What follows belongs to an exercise in optimizing a design on an open flow for small area, a short achievable clock period and few clock cycles per item; a production flow would make more cautious choices.
In this exercise RTL edits were held to simulation tests only and were not proved equivalent to the original.
The clock port is modelled as an ideal driver; clocking choices that lean on that would not hold on a real chip.
Power figures rest on the tool's default switching activity, not on a simulated workload.

Design rv_core_top, start of the top module:
module rv_core_top (
    input  logic                    sys_clk,
    input  logic                    sys_rst_n,
    input  logic                    inst_valid,
    input  logic [32-1:0]   inst,
    output logic                    inst_ready,
    output logic                    wb_valid,
    output logic [5-1:0] wb_rd,
    output logic [32-1:0]   wb_data
);
For scale: about 3,900 cells after synthesis, about 74 I/O pins, roughly 54,000 um^2 of cells after synthesis.
clock: 6.5 ns
lec_check: 0
cap_margin: 40
core_margin: 2
core_utilization: 45
place_density: 0.55
setup_slack_margin: 3.5
slew_margin: 60
synth_hierarchical: 1
tns_end_percent: 3
standard.sh (not shown) runs the stock make flow with config.mk's settings and CLKGATE_MAP_FILE= SYNTH_SCRIPT=/design/flow/synth_recipe.tcl, a recipe that flattens the netlist after the stock synthesis.
==> flow/flow/run.sh <==
#!/bin/bash
# The standard layout (standard.sh) with these changes:
#  - synthesis leaves additions to ABC instead of mapping them onto the
#    library's full/half adder cells (ADDER_MAP_FILE empty); registers are
#    untouched by this;
#  - the port buffers are buf_4 cells instead of delay buffers;
#  - clock tree synthesis uses one clock buffer size, clusters of up to 16
#    sinks and no dummy loads;
#  - after clock tree synthesis, flow/post_cts.tcl runs a few more rounds of
#    setup repair on the worst path.
# standard.sh runs ORFS's make; its output goes to standard.log and each
# step's full log to orfs/logs/.
set -o pipefail
export CTS_ARGS="-sink_clustering_enable -repair_clock_nets -buf_list sky130_fd_sc_hd__clkbuf_8 -dont_use_dummy_load -sink_clustering_size 16 -sink_clustering_max_diameter 60"
export BUFFER_PORTS_ARGS="-buffer_cell sky130_fd_sc_hd__buf_4"
export POST_CTS_TCL="$(pwd)/flow/post_cts.tcl"
bash standard.sh finish ADDER_MAP_FILE= > standard.log 2>&1
==> flow/flow/post_cts.tcl <==
# Extra setup repair after clock tree synthesis: a few more rounds that work
# only on the worst path, free to change a cell's footprint, without the
# delay cells.
log_cmd estimate_parasitics -placement
set_dont_use [get_lib_cells {*/sky130_fd_sc_hd__clkdlybuf* */sky130_fd_sc_hd__dlygate* */sky130_fd_sc_hd__dlymetal*}]
foreach round {1 2 3} {
  log_cmd repair_timing -setup -setup_margin 4.0 -repair_tns 0 -verbose
}
log_cmd detailed_placement
check_placement -verbose
log_cmd estimate_parasitics -placement
report_worst_slack -max
Testbench counts at the start, summed over its fixed seeds: cycles 20,024, items 20,000.
Edit:
- CAP_MARGIN: 40 -> 20
- SLEW_MARGIN: 60 -> 20
- TNS_END_PERCENT: 3 -> 0
Result:
- core utilization drops by 0.79 points
- sequential cell count does not change
- global-route usage hardly moves
- register-to-register slack barely changes
- via count shrinks by 0.49%
- design area decreases by 1.6%

## the baseline
The RTL this note starts from:
==> flow/design.v <==
package isa_pkg;
    localparam logic [6:0] OPC_OP     = 7'b0110011;
    localparam logic [6:0] OPC_OP_IMM = 7'b0010011;
    localparam logic [6:0] OPC_LUI    = 7'b0110111;
    localparam logic [2:0] F3_ADD_SUB = 3'b000;
    localparam logic [2:0] F3_SLL     = 3'b001;
    localparam logic [2:0] F3_SLT     = 3'b010;
    localparam logic [2:0] F3_SLTU    = 3'b011;
    localparam logic [2:0] F3_XOR     = 3'b100;
    localparam logic [2:0] F3_SRL_SRA = 3'b101;
    localparam logic [2:0] F3_OR      = 3'b110;
    localparam logic [2:0] F3_AND     = 3'b111;
    localparam logic [6:0] FUNCT7_ALT = 7'b0100000;
    localparam int OPC_LSB   = 0;
    localparam int RD_LSB    = 7;
    localparam int F3_LSB    = 12;
    localparam int RS1_LSB   = 15;
    localparam int RS2_LSB   = 20;
    localparam int F7_LSB    = 25;
    localparam int IMM_I_LSB = 20;
    localparam int IMM_U_LSB = 12;
endpackage
module gpr_file (
    input  logic                      sys_clk,
    input  logic                      clr,
    input  logic                      wen,
    input  logic [5-1:0]   wrd,
    input  logic [32-1:0]     wdata,
    input  logic [32-1:1] sel1,
    input  logic [32-1:1] sel2,
    output logic [32-1:0]     rdata1,
    output logic [32-1:0]     rdata2
);
    logic [32-1:0] regs [32-1:1];
    logic [32-1:0] wval;
    assign wval = clr ? '0 : wdata;
    for (genvar i = 1; i < 32; i++) begin : g_reg
        always_ff @(posedge sys_clk) begin
            if (clr || (wen && wrd == i)) regs[i] <= wval;
        end
    end
    localparam int NG = (32 - 1) / 3;    
    logic [NG:0] n1 [32];
    logic [NG:0] n2 [32];
    for (genvar b = 0; b < 32; b++) begin : g_bit
        for (genvar g = 0; g < NG; g++) begin : g_grp
            rd_aoi3 i_p1 (
                .d ({regs[3*g+3][b], regs[3*g+2][b], regs[3*g+1][b]}),
                .s (sel1[3*g+3:3*g+1]),
                .y (n1[b][g])
            );
            rd_aoi3 i_p2 (
                .d ({regs[3*g+3][b], regs[3*g+2][b], regs[3*g+1][b]}),
                .s (sel2[3*g+3:3*g+1]),
                .y (n2[b][g])
            );
        end
        assign n1[b][NG] = !(regs[32-1][b] && sel1[32-1]);
        assign n2[b][NG] = !(regs[32-1][b] && sel2[32-1]);
        assign rdata1[b] = !(&n1[b]);
        assign rdata2[b] = !(&n2[b]);
    end
endmodule
module rd_aoi3 (
    input  logic [2:0] d,
    input  logic [2:0] s,
    output logic       y
);
    assign y = !(|(d & s));
endmodule
module rv_core_top (
    input  logic                    sys_clk,
    input  logic                    sys_rst_n,
    input  logic                    inst_valid,
    input  logic [32-1:0]   inst,
    output logic                    inst_ready,
    output logic                    wb_valid,
    output logic [5-1:0] wb_rd,
    output logic [32-1:0]   wb_data
);
    localparam int XL = 32;
    localparam int AW = 5;
    localparam int NR = 32;
    logic [6:0] opcode;
    logic [2:0] funct3;
    logic [6:0] funct7;
    logic       is_op, is_imm, is_lui;
    logic       f7_zero, f7_alt, legal;
    assign opcode = inst[isa_pkg::OPC_LSB +: 7];
    assign funct3 = inst[isa_pkg::F3_LSB +: 3];
    assign funct7 = inst[isa_pkg::F7_LSB +: 7];
    assign is_op   = opcode == isa_pkg::OPC_OP;
    assign is_imm  = opcode == isa_pkg::OPC_OP_IMM;
    assign is_lui  = opcode == isa_pkg::OPC_LUI;
    assign f7_zero = funct7 == 7'b0;
    assign f7_alt  = funct7 == isa_pkg::FUNCT7_ALT;
    always_comb begin
        legal = is_lui;
        if (is_op) begin
            legal = f7_zero || (f7_alt && (funct3 == isa_pkg::F3_ADD_SUB ||
                                           funct3 == isa_pkg::F3_SRL_SRA));
        end else if (is_imm) begin
            if (funct3 == isa_pkg::F3_SLL)          legal = f7_zero;
            else if (funct3 == isa_pkg::F3_SRL_SRA) legal = f7_zero || f7_alt;
            else                                    legal = 1'b1;
        end
    end
    logic          id_wen;               
    logic          id_op, id_lui;
    logic [31:7]   id_inst;
    logic [NR-1:1] id_sel1, id_sel2;     
    logic [AW-1:0] rd, rs1, rs2;
    logic [2:0]    f3;
    logic [XL-1:0] imm;
    logic [NR-1:1] sel1, sel2;
    logic          sub_d;
    assign rd  = id_inst[isa_pkg::RD_LSB +: AW];
    assign f3  = id_inst[isa_pkg::F3_LSB +: 3];
    assign rs1 = id_inst[isa_pkg::RS1_LSB +: AW];
    assign rs2 = id_inst[isa_pkg::RS2_LSB +: AW];
    assign imm = id_lui ? {id_inst[31:12], 12'b0} : {{(XL-12){id_inst[31]}}, id_inst[31:20]};
    assign sub_d = !id_lui && (f3 == isa_pkg::F3_SLT || f3 == isa_pkg::F3_SLTU ||
                               (id_op && f3 == isa_pkg::F3_ADD_SUB && id_inst[30]));
    assign sel1 = id_sel1;
    assign sel2 = id_sel2;
    logic          ex_wen;               
    logic [AW-1:0] ex_rd;
    logic [XL-1:0] ex_a;
    logic [XL-1:0] ex_b;                 
    logic [4:0]    ex_sh;                
    logic          ex_sub, ex_sra;
    logic          ex_s_add, ex_s_sll, ex_s_slt, ex_s_sltu;
    logic          ex_s_xor, ex_s_sr, ex_s_or, ex_s_and;
    logic          r_wen;                
    logic [AW-1:0] r_rd;
    logic [XL-1:0] r_data;
    logic [XL-1:0] w_data;               
    logic          rst_q;                
    logic [XL-1:0] sum, sll_v, sr_v, alu;
    logic          lt, ltu, b_msb;
    logic [XL-1:0] ks_g [6];
    logic [XL-1:0] ks_p [6];
    logic [XL-1:0] ab_x;
    assign ab_x     = ex_a ^ ex_b;
    assign ks_g[0]  = {ex_a[XL-2:0] & ex_b[XL-2:0], ex_sub};
    assign ks_p[0]  = {ab_x[XL-2:0], 1'b0};
    for (genvar l = 0; l < 5; l++) begin : g_lvl
        for (genvar i = 0; i < XL; i++) begin : g_pos
            if (i >= (1 << l)) begin : g_comb
                assign ks_g[l+1][i] = ks_g[l][i] | (ks_p[l][i] & ks_g[l][i - (1 << l)]);
                assign ks_p[l+1][i] = ks_p[l][i] & ks_p[l][i - (1 << l)];
            end else begin : g_pass
                assign ks_g[l+1][i] = ks_g[l][i];
                assign ks_p[l+1][i] = ks_p[l][i];
            end
        end
    end
    assign sum = ab_x ^ ks_g[5];
    assign b_msb = !ex_b[XL-1];
    assign lt    = (ex_a[XL-1] ^ b_msb) ? ex_a[XL-1] : sum[XL-1];
    assign ltu   = (ex_a[XL-1] ^ b_msb) ? b_msb      : sum[XL-1];
    assign sll_v = ex_a << ex_sh;
    assign sr_v  = XL'($signed({ex_sra & ex_a[XL-1], ex_a}) >>> ex_sh);
    assign alu = ({XL{ex_s_add}}  & sum)
               | ({XL{ex_s_sll}}  & sll_v)
               | ({XL{ex_s_sr}}   & sr_v)
               | ({XL{ex_s_xor}}  & (ex_a ^ ex_b))
               | ({XL{ex_s_or}}   & (ex_a | ex_b))
               | ({XL{ex_s_and}}  & (ex_a & ex_b))
               | {{(XL-1){1'b0}}, (ex_s_slt & lt) | (ex_s_sltu & ltu)};
    logic [XL-1:0] rf1, rf2, a_n, b_n;
    logic          hit_a_ex, hit_a_r, hit_b_ex, hit_b_r;
    gpr_file i_gpr_file (
        .sys_clk (sys_clk),
        .clr     (!rst_q),
        .wen     (r_wen),
        .wrd     (r_rd),
        .wdata   (w_data),
        .sel1    (sel1),
        .sel2    (sel2),
        .rdata1  (rf1),
        .rdata2  (rf2)
    );
    assign hit_a_ex = ex_wen && ex_rd == rs1 && !id_lui;
    assign hit_a_r  = r_wen  && r_rd  == rs1 && !id_lui;
    assign hit_b_ex = ex_wen && ex_rd == rs2 && id_op;
    assign hit_b_r  = r_wen  && r_rd  == rs2 && id_op;
    assign a_n = hit_a_ex ? alu : (hit_a_r ? r_data : (id_lui ? '0 : rf1));
    assign b_n = hit_b_ex ? alu : (hit_b_r ? r_data : (id_op ? rf2 : imm));
    always_ff @(posedge sys_clk or negedge sys_rst_n) begin
        if (!sys_rst_n) begin
            rst_q  <= 1'b0;
            id_wen <= 1'b0;
            ex_wen <= 1'b0;
            r_wen  <= 1'b0;
        end else begin
            rst_q  <= 1'b1;
            id_wen <= inst_valid && legal && (inst[isa_pkg::RD_LSB +: AW] != '0);
            ex_wen <= id_wen;
            r_wen  <= ex_wen;
        end
    end
    always_ff @(posedge sys_clk) begin
        id_op     <= is_op;
        id_lui    <= is_lui;
        id_inst   <= inst[31:7];
        for (int i = 1; i < NR; i++) begin
            id_sel1[i] <= inst[isa_pkg::RS1_LSB +: AW] == i;
            id_sel2[i] <= inst[isa_pkg::RS2_LSB +: AW] == i;
        end
        ex_rd     <= rd;
        ex_a      <= a_n;
        ex_b      <= b_n ^ {XL{sub_d}};
        ex_sh     <= (f3[1:0] == 2'b01) ? b_n[4:0] : 5'b0;    
        ex_sub    <= sub_d;
        ex_sra    <= id_inst[30];
        ex_s_add  <= id_lui || f3 == isa_pkg::F3_ADD_SUB;
        ex_s_sll  <= !id_lui && f3 == isa_pkg::F3_SLL;
        ex_s_slt  <= !id_lui && f3 == isa_pkg::F3_SLT;
        ex_s_sltu <= !id_lui && f3 == isa_pkg::F3_SLTU;
        ex_s_xor  <= !id_lui && f3 == isa_pkg::F3_XOR;
        ex_s_sr   <= !id_lui && f3 == isa_pkg::F3_SRL_SRA;
        ex_s_or   <= !id_lui && f3 == isa_pkg::F3_OR;
        ex_s_and  <= !id_lui && f3 == isa_pkg::F3_AND;
        r_rd      <= ex_rd;
        r_data    <= alu;
        w_data    <= alu & {XL{ex_wen}};
    end
    assign inst_ready = 1'b1;
    assign wb_valid   = r_wen;
    assign wb_rd      = r_rd;
    assign wb_data    = r_data;
endmodule
Settings: LEC_CHECK=0, CAP_MARGIN=40, CORE_MARGIN=2, CORE_UTILIZATION=45, PLACE_DENSITY=0.55, SETUP_SLACK_MARGIN=3.5, SLEW_MARGIN=60, SYNTH_HIERARCHICAL=1, TNS_END_PERCENT=0; clock period 6.5 ns.
Scripts as last shown in full above: flow/flow/run.sh, flow/flow/post_cts.tcl
The baseline was carried through to the last stage, and its layout satisfied the timing, design-rule and antenna checks.
Testbench counts of the baseline, summed over its fixed seeds: cycles 20,024, items 20,000.
> inputs changed (the baseline -> the candidate)
# the baseline
export LEC_CHECK = 0
export CAP_MARGIN = 40
export CORE_MARGIN = 2
export CORE_UTILIZATION = 45
export PLACE_DENSITY = 0.55
export SETUP_SLACK_MARGIN = 3.5
export SLEW_MARGIN = 60
export SYNTH_HIERARCHICAL = 1
export TNS_END_PERCENT = 0
create_clock -name core_clock -period 6.5 [get_ports {sys_clk}]
# the candidate
export LEC_CHECK = 0
export CAP_MARGIN = 20
export CORE_MARGIN = 2
export CORE_UTILIZATION = 45
export PLACE_DENSITY = 0.55
export SETUP_SLACK_MARGIN = 3.5
export SLEW_MARGIN = 20
export SYNTH_HIERARCHICAL = 1
export TNS_END_PERCENT = 3
create_clock -name core_clock -period 6.5 [get_ports {sys_clk}]
In the tables for the candidate and the baseline, multi-input gate share of the layout cell area reads higher with the candidate.
On via count normalized by instance count, the candidate and the baseline are basically level.
On the candidate: final area is about 1.6% lower than what the baseline gave.
Against the baseline, the candidate reports a portion of total power attributed to the clock network that is higher.
Looking at hold slack, the candidate sits 0.019 ns below the baseline.
Minimum clock period: the candidate and the baseline compared, higher one is the candidate

-- afterwards: timing with drivers on the ports --
No port has a modelled driver above. Below, the same layouts with a new extraction and two added sets of constraints. Step 1 sets driving cells, clkbuf_16 on the clock port and buf_2 on the other inputs (assumed; they add their load-dependent delay and slew). Step 2 adds t to the input delays and takes it off the output delays; t is the mean of the earliest and latest rising clock arrival at the registers after step 1. Input paths then give back, and output paths get back, about the clock's delay inside the block. a / b / c = no drivers / after step 1 / after step 2; a / b = the first two.
run | shift t [ns] | setup WS [ns] | worst slew at a driven data input, ns
the first run of note 1 | 0.839 | 3.475 / 3.475 / 3.475 | 0.04
the second run of note 1 | 0.836 | 3.464 / 3.464 / 3.464 | 0.04
the baseline | 0.839 | 3.475 / 3.475 / 3.475 | 0.04
the candidate | 0.835 | 3.471 / 3.471 / 3.471 | 0.04
After both steps setup and hold are still met in every run listed.
